Source: an optimization exercise on an open RTL-to-GDS flow (aim: small area, a short achievable clock period and few clock cycles per item). Production flows keep margins and buffers that such runs may drop.
At most, simulation tests tie the RTL to the original design; equivalence was not proved.

## alu_datapath
module alu_datapath (
	input  wire        clock,
	input  wire        rst_n,
	input  wire [31:0] bus,
	input  wire        y_in,
	input  wire        start,
	input  wire [3:0]  op,
	output wire [31:0] z_hi,
	output wire [31:0] z_lo,
	output logic       done,
	output logic       busy
);
Size in the first run: ~280 flip-flops, ~110 I/O pins.
==> flow/config.mk <==
export PLATFORM = sky130hd
export DESIGN_NAME = alu_datapath
export DESIGN_NICKNAME = alu_datapath
export VERILOG_FILES = /design/flow/design.v
export SDC_FILE = /design/flow/constraint.sdc
export NUM_CORES = 4
export LEC_CHECK = 0
export CAP_MARGIN = 20
export CORE_MARGIN = 2
export CORE_UTILIZATION = 50
export SLEW_MARGIN = 20
==> flow/constraint.sdc <==
create_clock -name core_clock -period 13.0 [get_ports {clock}]
set_input_delay 2.6000 -clock core_clock [delete_from_list [all_inputs] [get_ports {clock}]]
set_output_delay 2.6000 -clock core_clock [all_outputs]
set_load 0.01 [all_outputs]
standard.sh (not shown) runs the stock make flow with config.mk's settings and CLKGATE_MAP_FILE= SYNTH_SCRIPT=/design/flow/synth_recipe.tcl, a recipe that flattens the netlist after the stock synthesis.
==> flow/flow/run.sh <==
#!/bin/bash
set -euo pipefail
bash standard.sh "BUFFER_PORTS_ARGS=-buffer_cell sky130_fd_sc_hd__buf_1" SETUP_SLACK_MARGIN=9 finish > standard_flow.log 2>&1
Testbench counts at the start, summed over its fixed seeds: cycles 9,521, ops 2,400.
==> next run, changes <==
==> flow/flow/run.sh (replaced) <==
#!/bin/bash
set -euo pipefail
bash standard.sh "BUFFER_PORTS_ARGS=-buffer_cell sky130_fd_sc_hd__buf_1" SETUP_SLACK_MARGIN=9.2 finish > standard_flow.log 2>&1
Settings changed: CORE_UTILIZATION 50 to 45.
=>
- wire length rose by 0.40%
- critical path depth grows by 6
- cell area goes up by 2.6%
- hold slack hardly moves
- core utilization drops by 4.8 points
- worst setup slack gets better by 0.11 ns
- final cell count went up by 3.0%
==> next run, changes <==
==> flow/flow/run.sh (replaced) <==
#!/bin/bash
set -euo pipefail
bash standard.sh "BUFFER_PORTS_ARGS=-buffer_cell sky130_fd_sc_hd__buf_1" SETUP_SLACK_MARGIN=9 finish > standard_flow.log 2>&1
Result: The new run completed without violations. Cell count went down slightly. Final area went down by a few percent. Setup slack degrades by 0.042 ns. Critical path depth went up by 2. Area after synthesis does not change. Clock-buffer cell count went down by 3. Via count stays flat.
==> next run, changes <==
Settings changed: CTS_CLUSTER_DIAMETER from default to 100, CTS_CLUSTER_SIZE from default to 20.
Outcome:
- The changed run ran to the end with no violations
- final cell count goes down by 0.68%
- via count goes down by 1.4%
- routed wire length goes down by 0.55%
- first-iteration DRC count goes down by 0.59%
- fmax goes down by 0.81%
- non-clock buffer count goes down by 6


alu_datapath, a different RTL version from the one above (not shown whole).
For scale: about 110 I/O pins, roughly 28000 um^2 of cells after synthesis.
clock: 13.0 ns
lec_check: 0
cap_margin: 20
core_margin: 2
core_utilization: 45
slew_margin: 20
==> flow/flow/run.sh <==
#!/bin/bash
set -euo pipefail
bash standard.sh SETUP_SLACK_MARGIN=9 finish > standard_flow.log 2>&1
Testbench counts at the start, summed over its fixed seeds: cycles 9,521, ops 2,400.
Then changed:
==> flow/flow/run.sh (replaced) <==
#!/bin/bash
set -euo pipefail
bash standard.sh SETUP_SLACK_MARGIN=8.5 finish > standard_flow.log 2>&1
Effect: The changed run passed the timing, design-rule and antenna checks; clock-buffer cell count goes up by 2; worst setup slack is worse by 0.39 ns; wire length goes down by 2.6%; global-route usage goes down by 0.71 points; area after synthesis stays the same; hold slack is better by 0.0059 ns.


## before
The RTL this note starts from:
==> flow/design.v <==
`default_nettype none
package alu_types_pkg;
	typedef logic [32-1:0] word_t;
	typedef logic [2*32-1:0] dword_t;
	typedef enum logic [3:0] {
		OP_AND  = 4'd0,
		OP_OR   = 4'd1,
		OP_NEG  = 4'd2,
		OP_NOT  = 4'd3,
		OP_ADD  = 4'd4,
		OP_SUB  = 4'd5,
		OP_MUL  = 4'd6,
		OP_DIV  = 4'd7,
		OP_SHR  = 4'd8,
		OP_SHRA = 4'd9,
		OP_SHL  = 4'd10,
		OP_ROR  = 4'd11,
		OP_ROL  = 4'd12
	} alu_op_t;
	typedef struct packed {
		alu_op_t op;
		word_t   y;
		word_t   b;
	} operand_s;
endpackage
`default_nettype wire
`default_nettype none
package alu_ctrl_pkg;
	typedef enum logic [1:0] {
		DIV_IDLE,
		DIV_PREP,
		DIV_ITER,
		DIV_FIX
	} div_state_t;
	typedef struct packed {
		logic [32-1:0] hi;
		logic [32-1:0] lo;
	} result_s;
endpackage
`default_nettype wire
`timescale 1ns/1ps
`default_nettype none
module alu_datapath (
	input  wire        clock,
	input  wire        rst_n,
	input  wire [31:0] bus,
	input  wire        y_in,
	input  wire        start,
	input  wire [3:0]  op,
	output wire [31:0] z_hi,
	output wire [31:0] z_lo,
	output logic       done,
	output logic       busy
);
	localparam int SW = 36;    
	localparam logic [3:0] OP_AND = 4'd0, OP_OR = 4'd1, OP_NEG = 4'd2, OP_NOT = 4'd3,
		OP_ADD = 4'd4, OP_SUB = 4'd5, OP_MUL = 4'd6, OP_DIV = 4'd7,
		OP_SHR = 4'd8, OP_SHRA = 4'd9, OP_SHL = 4'd10, OP_ROR = 4'd11, OP_ROL = 4'd12;
	logic [31:0] y_q;       
	logic        ypend;     
	logic [31:0] b_q;       
	logic [3:0]  op_q;
	logic        v_s;       
	logic        p_div;     
	logic        st_mul, st_p2, st_dit, st_fin;
	logic [4:0]  cnt;
	logic [31:0] a_q;       
	logic [31:0] q_q;       
	logic [1:0]  dg_one, dg_two, dg_neg;    
	logic        neg_q, neg_r;
	logic        triv_q;    
	logic        bz_q;      
	logic [63:0] z_q;
	wire take     = start & ~busy;
	wire mul_last = st_mul & (cnt == 5'd7);
	wire mul_prel = st_mul & (cnt == 5'd6);
	wire div_last = st_dit & (cnt == 5'd31);
	wire [31:0] ax_src = st_fin ? q_q : y_q;
	wire        ax_inv = st_fin ? neg_q : ((op_q == OP_NEG) | (p_div & y_q[31]));
	wire [31:0] ax = ax_src ^ {32{ax_inv}};
	wire [31:0] aw = (op_q == OP_ADD) ? b_q : ((op_q == OP_SUB) ? ~b_q : 32'd0);
	wire        acin = (op_q == OP_SUB) | ax_inv;
	wire [32:0] addr_w = {ax, 1'b1} + {aw, acin};
	wire [31:0] addr = addr_w[32:1];
	wire        sh_left = st_p2 | (op_q == OP_SHL) | (op_q == OP_ROL);
	wire [31:0] sh_src = st_p2 ? q_q : y_q;
	wire [4:0]  sh_amt = st_p2 ? cnt : b_q[4:0];
	wire [5:0]  mk_amt = {st_p2 & triv_q, sh_amt};    
	wire [31:0] sh_x = sh_left ? {sh_src[0], sh_src[31:1]} : sh_src;
	wire [4:0]  sh_r = sh_amt ^ {5{sh_left}};
	logic [31:0] rot;
	always_comb begin
		rot = sh_x;
		for (int i = 0; i < 5; i++) begin
			if (sh_r[i]) rot = (rot >> (1 << i)) | (rot << (32 - (1 << i)));
		end
	end
	wire [31:0] lomask = mk_amt[5] ? 32'hffffffff : ~(32'hffffffff << mk_amt[4:0]);
	wire [31:0] himask = ~(32'hffffffff >> sh_amt);
	wire [31:0] sh_lo = rot & lomask;
	wire [31:0] sh_shl = rot & ~lomask;
	wire [31:0] sh_shr = rot & ~himask;
	wire [31:0] sh_shra = sh_shr | (himask & {32{y_q[31]}});
	logic [31:0] sres;
	always_comb begin
		case (op_q)
			OP_AND:  sres = y_q & b_q;
			OP_OR:   sres = y_q | b_q;
			OP_NOT:  sres = ~y_q;
			OP_NEG, OP_ADD, OP_SUB, OP_DIV: sres = addr;
			OP_SHR:  sres = sh_shr;
			OP_SHRA: sres = sh_shra;
			OP_SHL:  sres = sh_shl;
			OP_ROR, OP_ROL: sres = rot;
			default: sres = 32'd0;
		endcase
	end
	wire fin_add = st_fin & a_q[31];
	wire one0 = (dg_one[0] & st_mul) | st_dit | p_div | fin_add;
	wire two0 = dg_two[0] & st_mul;
	wire neg0 = (dg_neg[0] & st_mul) | (st_dit & ~a_q[31]) | (p_div & b_q[31]) | (fin_add & neg_r);
	wire one1 = dg_one[1] & st_mul;
	wire two1 = dg_two[1] & st_mul;
	wire neg1 = dg_neg[1] & st_mul;
	wire [33:0] m34 = {{2{b_q[31] & ~(st_dit | st_fin)}}, b_q};
	logic [SW-1:0] ain;
	always_comb begin
		if (st_mul)      ain = (cnt == 5'd0) ? '0 : {{(SW-32){a_q[31]}}, a_q};
		else if (st_dit) ain = {{(SW-33){a_q[31]}}, a_q, q_q[31]};
		else if (st_fin) ain = {{(SW-32){a_q[31]}}, a_q} ^ {SW{neg_r}};
		else             ain = '0;
	end
	wire [33:0] mag0 = (one0 ? m34 : (two0 ? {m34[32:0], 1'b0} : 34'd0)) ^ {34{neg0}};
	wire [33:0] mag1 = (one1 ? m34 : (two1 ? {m34[32:0], 1'b0} : 34'd0)) ^ {34{neg1}};
	wire [SW-1:0] r1 = {{(SW-34){mag0[33]}}, mag0};
	wire [SW-1:0] r2 = {mag1, {2{neg1}}};
	wire [SW-1:0] cs_s = ain ^ r1 ^ r2;
	wire [SW-1:0] cs_c = (ain & r1) | (ain & r2) | (r1 & r2);
	wire          cin = neg1 | (st_fin & neg_r);
	wire [SW:0]   sum_w = {cs_s, 1'b1} + {cs_c[SW-2:0], neg0, cin};
	wire [SW-1:0] sum = sum_w[SW:1];
	wire t_neg = sum[SW-1];
	function automatic [2:0] booth(input [2:0] g);    
		booth = {g[1] ^ g[0], (g == 3'b011) | (g == 3'b100), g[2] & ~(g[1] & g[0])};
	endfunction
	wire [31:0] mq = (cnt == 5'd0) ? y_q : q_q;
	wire [3:0]  y_nx = ypend ? b_q[3:0] : y_q[3:0];
	wire [4:0] dsrc = busy ? mq[7:3] : {y_nx, 1'b0};
	wire [2:0] dn0 = booth(dsrc[2:0]);
	wire [2:0] dn1 = booth(dsrc[4:2]);
	function automatic [4:0] lsb31(input [31:0] x);
		logic [30:0] t;
		t = x[30:0] ^ x[31:1];
		lsb31 = 5'd31;
		for (int i = 0; i < 31; i++) begin
			if (t[i]) lsb31 = 5'(30 - i);
		end
	endfunction
	wire [4:0] ls_a = lsb31(y_q);
	wire [4:0] ls_d = lsb31(b_q);
	wire [6:0] kval = 7'd31 + {2'b0, ls_a} - {2'b0, ls_d} - {6'd0, y_q[31]};    
	wire bz   = (b_q == 32'd0);
	wire triv = bz | (~kval[6] & kval[5]);
	wire [4:0] kcl = kval[6] ? 5'd0 : kval[4:0];
	always_ff @(posedge clock or negedge rst_n) begin
		if (!rst_n) begin
			y_q   <= '0;
			ypend <= 1'b0;
		end else begin
			if (y_in & ~take) y_q <= bus;
			else if (ypend)   y_q <= b_q;
			ypend <= y_in & take;
		end
	end
	always_ff @(posedge clock) begin
		if (!busy) begin
			b_q  <= bus;
			op_q <= op;
		end else if (p_div) begin
			b_q <= sum[31:0];
		end
	end
	always_ff @(posedge clock or negedge rst_n) begin
		if (!rst_n) begin
			v_s    <= 1'b0;
			p_div  <= 1'b0;
			st_mul <= 1'b0;
			st_p2  <= 1'b0;
			st_dit <= 1'b0;
			st_fin <= 1'b0;
			busy   <= 1'b0;
			done   <= 1'b0;
		end else begin
			v_s    <= take & (op != OP_MUL) & (op != OP_DIV);
			p_div  <= take & (op == OP_DIV);
			st_mul <= (take & (op == OP_MUL)) | (st_mul & ~mul_last);
			st_p2  <= p_div;
			st_dit <= (st_p2 & ~triv_q) | (st_dit & ~div_last);
			st_fin <= div_last | (st_p2 & triv_q);
			if (take) busy <= (op == OP_MUL) | (op == OP_DIV);
			else if ((st_p2 & triv_q) | mul_prel | div_last) busy <= 1'b0;
			done   <= v_s | mul_last | st_fin;
		end
	end
	always_ff @(posedge clock) begin
		if (!busy) cnt <= 5'd0;
		else if (p_div) cnt <= triv ? 5'd0 : kcl;
		else if (st_mul | st_dit) cnt <= cnt + 5'd1;
		if (p_div) begin
			neg_q  <= (y_q[31] ^ b_q[31]) | bz;
			neg_r  <= y_q[31];
			triv_q <= triv;
			bz_q   <= bz;
		end
		if (!busy | st_mul) begin
			dg_one <= {dn1[2], dn0[2]};
			dg_two <= {dn1[1], dn0[1]};
			dg_neg <= {dn1[0], dn0[0]};
		end
		if (st_mul | st_dit) a_q <= st_mul ? sum[35:4] : sum[31:0];
		else if (st_p2) a_q <= sh_lo;
		if (p_div) q_q <= addr;
		else if (st_mul) q_q <= {sum[3:0], mq[31:4]};
		else if (st_p2) q_q <= {sh_shl[31:1], sh_shl[0] | bz_q};
		else if (st_dit) q_q <= {q_q[30:0], ~t_neg};
	end
	wire [31:0] zh_d = mul_last ? sum[35:4] : (st_fin ? sum[31:0] : 32'd0);
	wire [31:0] zl_d = mul_last ? {sum[3:0], q_q[31:4]} : sres;
	wire zload = v_s | mul_last | st_fin;
	always_ff @(posedge clock or negedge rst_n) begin
		if (!rst_n) z_q <= '0;
		else if (zload) z_q <= {zh_d, zl_d};
	end
	assign z_hi = z_q[63:32];
	assign z_lo = z_q[31:0];
endmodule
`default_nettype wire
Settings: LEC_CHECK=0, CAP_MARGIN=20, CORE_MARGIN=2, CORE_UTILIZATION=45, SLEW_MARGIN=20; clock period 13.0 ns.
==> flow/flow/run.sh <==
#!/bin/bash
set -euo pipefail
bash standard.sh SETUP_SLACK_MARGIN=8.5 finish > standard_flow.log 2>&1
For after, these inputs were changed with respect to before:
Settings: swapping 45 for 60 in CORE_UTILIZATION.
### Flow results
What ended after was a tool error in global routing; the run never finished. before and after ended up with nearly the same number of port buffers. Final weighted congestion in routability-driven placement, before and after: higher on after. When after is set beside before, its count of instances resized after the clock tree is built turns out to be about 1.9% larger.
No run of this note included a check of the RTL's function; only the layout flow was run.

==> what the ideal ports hide <==
The results above use ideal ports. As a check the final layouts listed here were re-extracted and re-timed, cells and wires unchanged.
Step 1 (the two cells are an assumption about what drives the block):
set clk [get_ports {clock}]
set_driving_cell -lib_cell sky130_fd_sc_hd__clkbuf_16 $clk
set_driving_cell -lib_cell sky130_fd_sc_hd__buf_2 [delete_from_list [all_inputs] $clk]
Step 2 times the ports against the registers' clock, not the clock port: input delays grow and output delays shrink by t, the midpoint of the rising clock arrivals with the driver on.
a / b / c = ideal ports / drivers / drivers and shift; a / b = the first two.
run	t, ns	slack for setup (ns)	latest minus earliest clock arrival (ns)	slew at the worst register clock pin (ns)
the first run of note 1	0.643	8.934 / 8.933 / 8.465	0.037 / 0.037	0.07 / 0.07
the second run of note 1	0.647	9.043 / 9.043 / 8.704	0.043 / 0.043	0.07 / 0.07
the third run of note 1	0.637	9.001 / 8.993 / 8.544	0.036 / 0.037	0.07 / 0.07
the fourth run of note 1	0.666	8.969 / 8.969 / 8.532	0.060 / 0.060	0.09 / 0.09
the first run of note 2	0.649	8.914 / 8.914 / 8.368	0.021 / 0.021	0.07 / 0.07
the second run of note 2	0.649	8.521 / 8.521 / 8.040	0.048 / 0.047	0.07 / 0.07
before	0.686	8.044 / 8.044 / 8.044	0.025 / 0.024	0.07 / 0.07
After both steps setup and hold are still met in every run listed. The setup slack of the first run of note 2, which loses most, moves by 0.000 ns with the drivers and by -0.546 ns with both steps.
